Source: an optimization exercise on an open RTL-to-GDS flow (aim: small area and a short achievable clock period). Production flows keep margins and buffers that such runs may drop.
In this exercise RTL edits were held to simulation tests only and were not proved equivalent to the original.
Power figures rest on the tool's default switching activity, not on a simulated workload.

$ cat flow/design.v
`timescale 1ns/1ps
package axil_pkg;
    localparam int addr_width = 16;
    localparam int data_width = 32;
    localparam int strb_width = 4;
    typedef enum logic [1:0] {
        resp_okay   = 2'b00,
        resp_slverr = 2'b10
    } resp_t;
    typedef enum logic [1:0] {
        wr_idle,
        wr_data,
        wr_resp
    } wr_state_t;
    typedef enum logic {
        rd_idle,
        rd_resp
    } rd_state_t;
endpackage
`timescale 1ns/1ps
package ranker_pkg;
    localparam logic [15:0] addr_control = 16'h0000;
    localparam logic [15:0] addr_status  = 16'h0004;
    localparam logic [15:0] addr_config  = 16'h0008;
    localparam logic [15:0] addr_hash_lo = 16'h0020;
    localparam logic [15:0] addr_hash_hi = 16'h0024;
    localparam logic [15:0] addr_seg_lo  = 16'h0028;
    localparam logic [15:0] addr_seg_hi  = 16'h002C;
    localparam logic [15:0] addr_pos_lo  = 16'h0030;
    localparam logic [15:0] addr_pos_hi  = 16'h0034;
    localparam logic [15:0] addr_score   = 16'h0038;
    localparam logic [15:0] addr_result  = 16'h003C;
    localparam int ctrl_valid_bit  = 1;
    localparam int status_done_bit = 1;
    localparam int status_rank_lo  = 16;
    typedef logic [63:0] key_t;
    typedef logic [31:0] score_t;
    typedef logic [15:0] rank_t;
endpackage
`timescale 1ns/1ps
module axil_control (
    input  logic                            clk,
    input  logic                            reset,
    input  logic [axil_pkg::addr_width-1:0] awaddr,
    input  logic                            awvalid,
    output logic                            awready,
    input  logic [axil_pkg::data_width-1:0] wdata,
    input  logic [axil_pkg::strb_width-1:0] wstrb,
    input  logic                            wvalid,
    output logic                            wready,
    output axil_pkg::resp_t                 bresp,
    output logic                            bvalid,
    input  logic                            bready,
    input  logic [axil_pkg::addr_width-1:0] araddr,
    input  logic                            arvalid,
    output logic                            arready,
    output logic [axil_pkg::data_width-1:0] rdata,
    output axil_pkg::resp_t                 rresp,
    output logic                            rvalid,
    input  logic                            rready,
    output logic                            bus_wr_en,
    output logic [axil_pkg::addr_width-1:0] bus_wr_addr,
    output logic [axil_pkg::data_width-1:0] bus_wr_data,
    output logic [axil_pkg::strb_width-1:0] bus_wr_strb,
    input  logic                            bus_wr_hit,
    output logic                            bus_rd_en,
    output logic [axil_pkg::addr_width-1:0] bus_rd_addr,
    input  logic [axil_pkg::data_width-1:0] bus_rd_data,
    input  logic                            bus_rd_hit
);
    axil_pkg::wr_state_t             wr_state;
    axil_pkg::rd_state_t             rd_state;
    logic [axil_pkg::addr_width-1:0] aw_addr;
    assign awready = (wr_state == axil_pkg::wr_idle);
    assign wready  = (wr_state == axil_pkg::wr_data);
    assign bvalid  = (wr_state == axil_pkg::wr_resp);
    assign bus_wr_en   = wready && wvalid;
    assign bus_wr_addr = aw_addr;
    assign bus_wr_data = wdata;
    assign bus_wr_strb = wstrb;
    always_ff @(posedge clk or posedge reset) begin
        if (reset) begin
            wr_state <= axil_pkg::wr_idle;
        end else begin
            case (wr_state)
                axil_pkg::wr_idle: if (awvalid) wr_state <= axil_pkg::wr_data;
                axil_pkg::wr_data: if (wvalid) wr_state <= axil_pkg::wr_resp;
                axil_pkg::wr_resp: if (bready) wr_state <= axil_pkg::wr_idle;
                default: wr_state <= axil_pkg::wr_idle;
            endcase
        end
    end
    always_ff @(posedge clk) begin
        if (awready && awvalid) begin
            aw_addr <= awaddr;
        end
        if (bus_wr_en) begin
            bresp <= bus_wr_hit ? axil_pkg::resp_okay : axil_pkg::resp_slverr;
        end
    end
    assign arready = (rd_state == axil_pkg::rd_idle);
    assign rvalid  = (rd_state == axil_pkg::rd_resp);
    assign bus_rd_en   = arready && arvalid;
    assign bus_rd_addr = araddr;
    always_ff @(posedge clk or posedge reset) begin
        if (reset) begin
            rd_state <= axil_pkg::rd_idle;
        end else begin
            case (rd_state)
                axil_pkg::rd_idle: if (arvalid) rd_state <= axil_pkg::rd_resp;
                axil_pkg::rd_resp: if (rready) rd_state <= axil_pkg::rd_idle;
                default: rd_state <= axil_pkg::rd_idle;
            endcase
        end
    end
    always_ff @(posedge clk) begin
        if (bus_rd_en) begin
            rdata <= bus_rd_data;
            rresp <= bus_rd_hit ? axil_pkg::resp_okay : axil_pkg::resp_slverr;
        end
    end
endmodule
`timescale 1ns/1ps
module ranker_regs (
    input  logic   clk,
    input  logic   reset,
    input  logic                            bus_wr_en,
    input  logic [axil_pkg::addr_width-1:0] bus_wr_addr,
    input  logic [axil_pkg::data_width-1:0] bus_wr_data,
    input  logic [axil_pkg::strb_width-1:0] bus_wr_strb,
    output logic                            bus_wr_hit,
    input  logic                            bus_rd_en,
    input  logic [axil_pkg::addr_width-1:0] bus_rd_addr,
    output logic [axil_pkg::data_width-1:0] bus_rd_data,
    output logic                            bus_rd_hit,
    output ranker_pkg::key_t   query_hash,
    output ranker_pkg::key_t   segment_id,
    output ranker_pkg::key_t   segment_pos,
    output ranker_pkg::score_t base_score,
    output logic   run,
    input  logic   out_valid,
    input  ranker_pkg::score_t final_score,
    input  ranker_pkg::rank_t  rank
);
    logic [axil_pkg::data_width-1:0] control_reg;
    logic [axil_pkg::data_width-1:0] config_reg;
    logic [axil_pkg::data_width-1:0] status_reg;
    ranker_pkg::score_t              result_reg;
    ranker_pkg::key_t                  hash_reg;
    ranker_pkg::key_t                  seg_reg;
    ranker_pkg::key_t                  pos_reg;
    ranker_pkg::score_t                score_reg;
    function automatic logic [axil_pkg::data_width-1:0] merge(
        input logic [axil_pkg::data_width-1:0] old_value,
        input logic [axil_pkg::data_width-1:0] new_value,
        input logic [axil_pkg::strb_width-1:0] strb
    );
        logic [axil_pkg::data_width-1:0] merged;
        merged = old_value;
        for (int i = 0; i < axil_pkg::strb_width; i++) begin
            if (strb[i]) begin
                merged[i*8 +: 8] = new_value[i*8 +: 8];
            end
        end
        merge = merged;
    endfunction
    always_comb begin
        case (bus_wr_addr)
            ranker_pkg::addr_control, ranker_pkg::addr_config, ranker_pkg::addr_hash_lo, ranker_pkg::addr_hash_hi, ranker_pkg::addr_seg_lo,
            ranker_pkg::addr_seg_hi, ranker_pkg::addr_pos_lo, ranker_pkg::addr_pos_hi, ranker_pkg::addr_score: bus_wr_hit = 1'b1;
            default: bus_wr_hit = 1'b0;
        endcase
    end
    always_ff @(posedge clk or posedge reset) begin
        if (reset) begin
            control_reg <= '0;
            config_reg  <= '0;
            hash_reg    <= '0;
            seg_reg     <= '0;
            pos_reg     <= '0;
            score_reg   <= '0;
        end else if (bus_wr_en) begin
            case (bus_wr_addr)
                ranker_pkg::addr_control: control_reg <= merge(control_reg, bus_wr_data, bus_wr_strb);
                ranker_pkg::addr_config:  config_reg  <= merge(config_reg, bus_wr_data, bus_wr_strb);
                ranker_pkg::addr_hash_lo: hash_reg[axil_pkg::data_width-1:0] <=
                    merge(hash_reg[axil_pkg::data_width-1:0], bus_wr_data, bus_wr_strb);
                ranker_pkg::addr_hash_hi: hash_reg[2*axil_pkg::data_width-1:axil_pkg::data_width] <=
                    merge(hash_reg[2*axil_pkg::data_width-1:axil_pkg::data_width], bus_wr_data, bus_wr_strb);
                ranker_pkg::addr_seg_lo:  seg_reg[axil_pkg::data_width-1:0] <=
                    merge(seg_reg[axil_pkg::data_width-1:0], bus_wr_data, bus_wr_strb);
                ranker_pkg::addr_seg_hi:  seg_reg[2*axil_pkg::data_width-1:axil_pkg::data_width] <=
                    merge(seg_reg[2*axil_pkg::data_width-1:axil_pkg::data_width], bus_wr_data, bus_wr_strb);
                ranker_pkg::addr_pos_lo:  pos_reg[axil_pkg::data_width-1:0] <=
                    merge(pos_reg[axil_pkg::data_width-1:0], bus_wr_data, bus_wr_strb);
                ranker_pkg::addr_pos_hi:  pos_reg[2*axil_pkg::data_width-1:axil_pkg::data_width] <=
                    merge(pos_reg[2*axil_pkg::data_width-1:axil_pkg::data_width], bus_wr_data, bus_wr_strb);
                ranker_pkg::addr_score:   score_reg <= merge(score_reg, bus_wr_data, bus_wr_strb);
                default: ;
            endcase
        end
    end
    always_ff @(posedge clk or posedge reset) begin
        if (reset) begin
            status_reg <= '0;
            result_reg <= '0;
        end else if (out_valid) begin
            result_reg                       <= final_score;
            status_reg[ranker_pkg::status_done_bit]      <= 1'b1;
            status_reg[ranker_pkg::status_rank_lo +: 16] <= rank;
        end
    end
    always_comb begin
        bus_rd_hit = 1'b1;
        case (bus_rd_addr)
            ranker_pkg::addr_control: bus_rd_data = control_reg;
            ranker_pkg::addr_status:  bus_rd_data = status_reg;
            ranker_pkg::addr_config:  bus_rd_data = config_reg;
            ranker_pkg::addr_hash_lo: bus_rd_data = hash_reg[axil_pkg::data_width-1:0];
            ranker_pkg::addr_hash_hi: bus_rd_data = hash_reg[2*axil_pkg::data_width-1:axil_pkg::data_width];
            ranker_pkg::addr_seg_lo:  bus_rd_data = seg_reg[axil_pkg::data_width-1:0];
            ranker_pkg::addr_seg_hi:  bus_rd_data = seg_reg[2*axil_pkg::data_width-1:axil_pkg::data_width];
            ranker_pkg::addr_pos_lo:  bus_rd_data = pos_reg[axil_pkg::data_width-1:0];
            ranker_pkg::addr_pos_hi:  bus_rd_data = pos_reg[2*axil_pkg::data_width-1:axil_pkg::data_width];
            ranker_pkg::addr_score:   bus_rd_data = score_reg;
            ranker_pkg::addr_result:  bus_rd_data = result_reg;
            default: begin
                bus_rd_hit  = 1'b0;
                bus_rd_data = '0;
            end
        endcase
    end
    assign query_hash  = hash_reg;
    assign segment_id  = seg_reg;
    assign segment_pos = pos_reg;
    assign base_score  = score_reg;
    assign run         = control_reg[ranker_pkg::ctrl_valid_bit];
endmodule
`timescale 1ns/1ps
module ranker_core (
    input  logic              clk,
    input  logic              reset,
    input  logic              in_valid,
    input  ranker_pkg::key_t   query_hash,
    input  ranker_pkg::key_t   segment_id,
    input  ranker_pkg::key_t   segment_pos,
    input  ranker_pkg::score_t base_score,
    output logic              out_valid,
    output ranker_pkg::score_t final_score,
    output ranker_pkg::rank_t  rank
);
    logic [6:0]  match_count;
    logic        s1_valid;
    logic [6:0]  s1_match;
    ranker_pkg::score_t s1_base;
    logic [15:0] s1_pos;
    assign match_count = 7'($countones(~(query_hash ^ segment_id)));
    always_ff @(posedge clk or posedge reset) begin
        if (reset) begin
            s1_valid  <= 1'b0;
            out_valid <= 1'b0;
        end else begin
            s1_valid  <= in_valid;
            out_valid <= s1_valid;
        end
    end
    always_ff @(posedge clk) begin
        if (in_valid) begin
            s1_match <= match_count;
            s1_base  <= base_score;
            s1_pos   <= segment_pos[15:0];
        end
        if (s1_valid) begin
            final_score <= s1_base + (ranker_pkg::score_t'(s1_match) << 8) - ranker_pkg::score_t'(s1_pos);
            rank        <= ranker_pkg::rank_t'(s1_match);
        end
    end
endmodule
`timescale 1ns/1ps
module ranker_top (
    input  logic                  clk,
    input  logic                  reset,
    input  logic [axil_pkg::addr_width-1:0] awaddr,
    input  logic                  awvalid,
    output logic                  awready,
    input  logic [axil_pkg::data_width-1:0] wdata,
    input  logic [axil_pkg::strb_width-1:0] wstrb,
    input  logic                  wvalid,
    output logic                  wready,
    output axil_pkg::resp_t                 bresp,
    output logic                  bvalid,
    input  logic                  bready,
    input  logic [axil_pkg::addr_width-1:0] araddr,
    input  logic                  arvalid,
    output logic                  arready,
    output logic [axil_pkg::data_width-1:0] rdata,
    output axil_pkg::resp_t                 rresp,
    output logic                  rvalid,
    input  logic                  rready,
    output logic                  irq_out
);
    ranker_pkg::key_t   query_hash;
    ranker_pkg::key_t   segment_id;
    ranker_pkg::key_t   segment_pos;
    ranker_pkg::score_t base_score;
    ranker_pkg::score_t final_score;
    ranker_pkg::rank_t  rank;
    logic   run;
    logic                            bus_wr_en;
    logic [axil_pkg::addr_width-1:0] bus_wr_addr;
    logic [axil_pkg::data_width-1:0] bus_wr_data;
    logic [axil_pkg::strb_width-1:0] bus_wr_strb;
    logic                            bus_wr_hit;
    logic                            bus_rd_en;
    logic [axil_pkg::addr_width-1:0] bus_rd_addr;
    logic [axil_pkg::data_width-1:0] bus_rd_data;
    logic                            bus_rd_hit;
    axil_control i_axil_control (
        .clk     (clk),
        .reset   (reset),
        .awaddr  (awaddr),
        .awvalid (awvalid),
        .awready (awready),
        .wdata   (wdata),
        .wstrb   (wstrb),
        .wvalid  (wvalid),
        .wready  (wready),
        .bresp   (bresp),
        .bvalid  (bvalid),
        .bready  (bready),
        .araddr  (araddr),
        .arvalid (arvalid),
        .arready (arready),
        .rdata   (rdata),
        .rresp   (rresp),
        .rvalid  (rvalid),
        .rready  (rready),
        .bus_wr_en   (bus_wr_en),
        .bus_wr_addr (bus_wr_addr),
        .bus_wr_data (bus_wr_data),
        .bus_wr_strb (bus_wr_strb),
        .bus_wr_hit  (bus_wr_hit),
        .bus_rd_en   (bus_rd_en),
        .bus_rd_addr (bus_rd_addr),
        .bus_rd_data (bus_rd_data),
        .bus_rd_hit  (bus_rd_hit)
    );
    ranker_regs i_ranker_regs (
        .clk         (clk),
        .reset       (reset),
        .bus_wr_en   (bus_wr_en),
        .bus_wr_addr (bus_wr_addr),
        .bus_wr_data (bus_wr_data),
        .bus_wr_strb (bus_wr_strb),
        .bus_wr_hit  (bus_wr_hit),
        .bus_rd_en   (bus_rd_en),
        .bus_rd_addr (bus_rd_addr),
        .bus_rd_data (bus_rd_data),
        .bus_rd_hit  (bus_rd_hit),
        .query_hash  (query_hash),
        .segment_id  (segment_id),
        .segment_pos (segment_pos),
        .base_score  (base_score),
        .run         (run),
        .out_valid   (irq_out),
        .final_score (final_score),
        .rank        (rank)
    );
    ranker_core i_ranker_core (
        .clk         (clk),
        .reset       (reset),
        .in_valid    (run),
        .query_hash  (query_hash),
        .segment_id  (segment_id),
        .segment_pos (segment_pos),
        .base_score  (base_score),
        .out_valid   (irq_out),
        .final_score (final_score),
        .rank        (rank)
    );
endmodule
$ cat flow/run.sh
#!/bin/bash
# synth_recipe.tcl (not shown) runs the flow's synth.tcl, then flattens the netlist and writes it again
# the make line also repeats each setting of config.mk as NAME=value (left out here)
make -C /OpenROAD-flow-scripts/flow DESIGN_CONFIG=/design/flow/config.mk WORK_HOME=/design/flow/orfs CLKGATE_MAP_FILE= SYNTH_SCRIPT=/design/flow/synth_recipe.tcl finish
$ cat flow/config.mk
export PLATFORM = sky130hd
export DESIGN_NAME = ranker_top
export DESIGN_NICKNAME = ranker_top
export VERILOG_FILES = /design/flow/design.v
export SDC_FILE = /design/flow/constraint.sdc
export NUM_CORES = 4
export LEC_CHECK = 0
export CAP_MARGIN = 20
export CORE_MARGIN = 2
export CORE_UTILIZATION = 40
export SLEW_MARGIN = 20
$ cat flow/constraint.sdc
create_clock -name core_clock -period 7.5 [get_ports {clk}]
set_input_delay 1.5000 -clock core_clock [delete_from_list [all_inputs] [get_ports {clk}]]
set_output_delay 1.5000 -clock core_clock [all_outputs]
set_load 0.01 [all_outputs]
==> flow_metrics.tcl <==
set metrics [dict create \
    final_common_cell "mux2_2" \
    synth_top_area_frac 0.360 \
    clock-root-buffer "clkbuf_16" \
    yosysTopAreaCell "dfrtp_1" \
    portBuffers 114 \
    start_util 0.403 \
    clkSinkCount 477 \
    vdd_drop_max_uv 178 \
    finalSetupTns_ns 0 \
    drc_errors 0 \
    fin_area_um2 27100 \
    hp-class "reg2reg" \
    crit_type "reg2reg" \
    period_share 0.919 \
    synth-async-reset-ratio 0.698 \
    clock.fmax_mhz 145 \
    multi_input_area_um2 9900 \
    critical_path.endpoint_type "flop" \
    fin_worst_skew_ns 0.0197 \
    cts.path.max_buffers 3 \
    leakage_nw 12.3 \
    postCtsHoldBufs 0 \
    grt_pass1_wl_um 103000 \
    ctsResizeCount 0 \
    synth_flop_cell "dfrtp_1" \
    drt_iter0_drc 1452 \
    setup_ws_ns 0.605 \
    dieArea_um2 59800 \
    syn_area_um2 23200 \
    cp-start-kind "flop" \
    final_cell_mix "mux2_2, dfrtp_1, edfxtp_1" \
    io_pins 117 \
    synth_top_family_by_area "multiplexers" \
    cts_setup_buffers 0 \
    critPathArrivalTime_ns 7.25 \
    grt_max_degree 114 \
    wl_per_cell_um 26.4 \
    drive_gt1_frac 0.254 \
    track_usage 0.235 \
    holdWs_ns 0.432 \
    max_slew_margin 0.237 \
    synth_fa_ha_area_frac 0.0833 \
    synth_compound_area_frac 0.0853 \
    grt_overflow 0 \
    die_x_um 245 \
    worstMarginPinSlew_ns 1.14 \
    hold_violations 0 \
    cap_violations 0 \
    cts.reportedPaths.clkPinSlew_ns 0.06 \
    place.gp.congestion 0.894 \
    cts_tree "done" \
    fill_cells 5137 \
    nNetsFinal 2029 \
    maxSlewViolCount 0 \
    ys_seq_elements 477 \
    ys_warn_count 3 \
    viasPerCell 5.70 \
    dp_slack_ns 0.597 \
    vias 15100 \
    yosys-top-cells-area "dfrtp_1, edfxtp_1, mux2_2, fa_1, ha_1" \
    outcome "no timing/DRC/antenna violations" \
    setup_viol 0 \
    grt_pass1_vias 15700 \
    p_per_area_nw_per_um2 205 \
    rsz0062_at_grt "false" \
    final_antenna_net_count 0 \
    path_max_fanout 3 \
    synth_edf_count 144 \
    crit_required_ns 7.85 \
    h-tree-depth 2 \
    place_hpwl_um 49500 \
    synth_cell_types 67 \
    antenna_found_initial 3 \
    core-area_um2 57500 \
    synth_cells 1697 \
    synthSimpleGateAreaFrac 0.0563 \
    synth_seq_area_share 0.547 \
    drtPass1Iterations 6 \
    synthMuxAreaShare 0.164 \
    cts_buffers 53 \
    synthXorXnorAreaFrac 0.0356 \
    area_delta_synth_final_pct 16.9 \
    insertion_delay_ns 0.61 \
    wirelength_um 69900 \
    rows 88 \
    ff_latch_area_um2 12700 \
    period_needed_ns 6.90 \
    place_area_um2 25300 \
    synth.avg_cell_area_um2 13.6 \
    die_h_um 245 \
]
==> cell families (layout without fill, tap and decap cells) <==
kind of cell	after synthesis	after routing
flip-flops	477	477
AO/OA/AOI/OAI	250	250
multiplexers	338	338
XOR/XNOR	94	94
adder cells (fa/ha/maj)	117	117
other	1	3
AND/OR/NAND/NOR	253	253
buffers and inverters	167	351
==> per-stage QoR <==
step / util / cells / power (mW)
final: 0.471 / 2648 / 5.54
after global routing: 0.471 / 2647 / 5.72
after CTS: 0.471 / 2647 / 5.60
after detailed placement: 0.440 / 2547 / 2.98
after global placement: 0.440 / 2547 / 2.97
after floorplan: - / 1698 / 2.85
==> final cells by class <==
type                            instances  area share
Antenna cell                            1   0.0000925
Clock buffer                           79      0.0594
Clock inverter                         21     0.00643
Inverter                              117      0.0164
Multi-Input combinational cell       1054       0.366
Sequential cell                       477       0.468
Tap cell                              765      0.0354
Timing Repair Buffer                  134      0.0486
==> cell usage after synthesis (8+ instances only) <==
cell	n
inv_1	117
nand2_1	69
a221oi_1	29
nor3_1	8
nor4_1	8
a22o_1	25
nand3_1	41
a21o_1	21
nor2_1	47
o21bai_1	9
xnor2_1	56
a22oi_1	33
a21oi_1	33
xor2_1	38
buf_2	9
o21ai_0	19
mux2_2	333
a222oi_1	44
ha_1	55
dfrtp_1	333
nand4_1	18
fa_1	62
edfxtp_1	144
clkbuf_1	31
and3_1	17
==> where the power goes <==
group          internal, mW  switching (mW)  total (mW)  leakage (nW)
Clock                  1.52            1.09        2.62         0.880
Sequential             2.71          0.0136        2.72          5.84
Combinational        0.0810           0.124       0.205          5.61
==> final timing paths <==
check | start | to | slack (ns) | cells past startpoint
setup / recovery | i_ranker_regs.seg_reg[63] | i_ranker_core.s1_match[6] | 0.60 | 19
min in group asynchronous | reset | i_ranker_regs.pos_reg[63] | 1.40 | 2
hold reg to reg | i_ranker_core.s1_valid | i_ranker_core.out_valid | 0.43 | 0
max in group asynchronous | reset | i_ranker_regs.result_reg[15] | 4.64 | 3
hold / removal | i_ranker_core.s1_valid | i_ranker_core.out_valid | 0.43 | 0
setup reg to reg | i_ranker_regs.seg_reg[63] | i_ranker_core.s1_match[6] | 0.60 | 19
==> critical path: stages, from the launching register on <==
cell and delay (ns):
dfrtp_1 0.41, xnor2_1 0.16, fa_1 0.54, inv_1 0.06
fa_1 0.50, inv_1 0.06, fa_1 0.50, fa_1 0.52
fa_1 0.52, fa_1 0.52, fa_1 0.52, fa_1 0.51
fa_1 0.48, ha_1 0.23, fa_1 0.41, a21o_1 0.18
a21oi_1 0.22, inv_1 0.07, a21oi_1 0.15, o21bai_1 0.08
==> layer usage <==
layer / part of all wire / track usage / vias up
met5: 0.00026 / 0.00408 / -
met4: 0.042 / 0.105 / 2
met3: 0.075 / 0.0565 / 156
met2: 0.46 / 0.366 / 590
met1: 0.43 / 0.312 / 7780
li1: - / - / 6570

## what the ideal ports hide
How much do the figures lean on ideal ports? The routed layout below was timed once more, with nothing changed but the port constraints. Step 1 assumes that a clkbuf_16 drives the clock port and a buf_2 every other input. Step 2 also shifts input and output timing later by t, the mid clock arrival at the registers, as if the neighbouring blocks saw the same clock. Slacks: no drivers / after step 1 / after step 2; pairs: no drivers / after step 1.
shift t [ns]: 0.659
setup slack, ns: 0.605 / 0.605 / 0.605
latest minus earliest clock arrival (ns): 0.022 / 0.023
cell pins on the clock port's net: 1
After both steps setup and hold are still met in this run. The setup slack of this run moves by 0.000 ns with the drivers and by 0.000 ns with both steps.
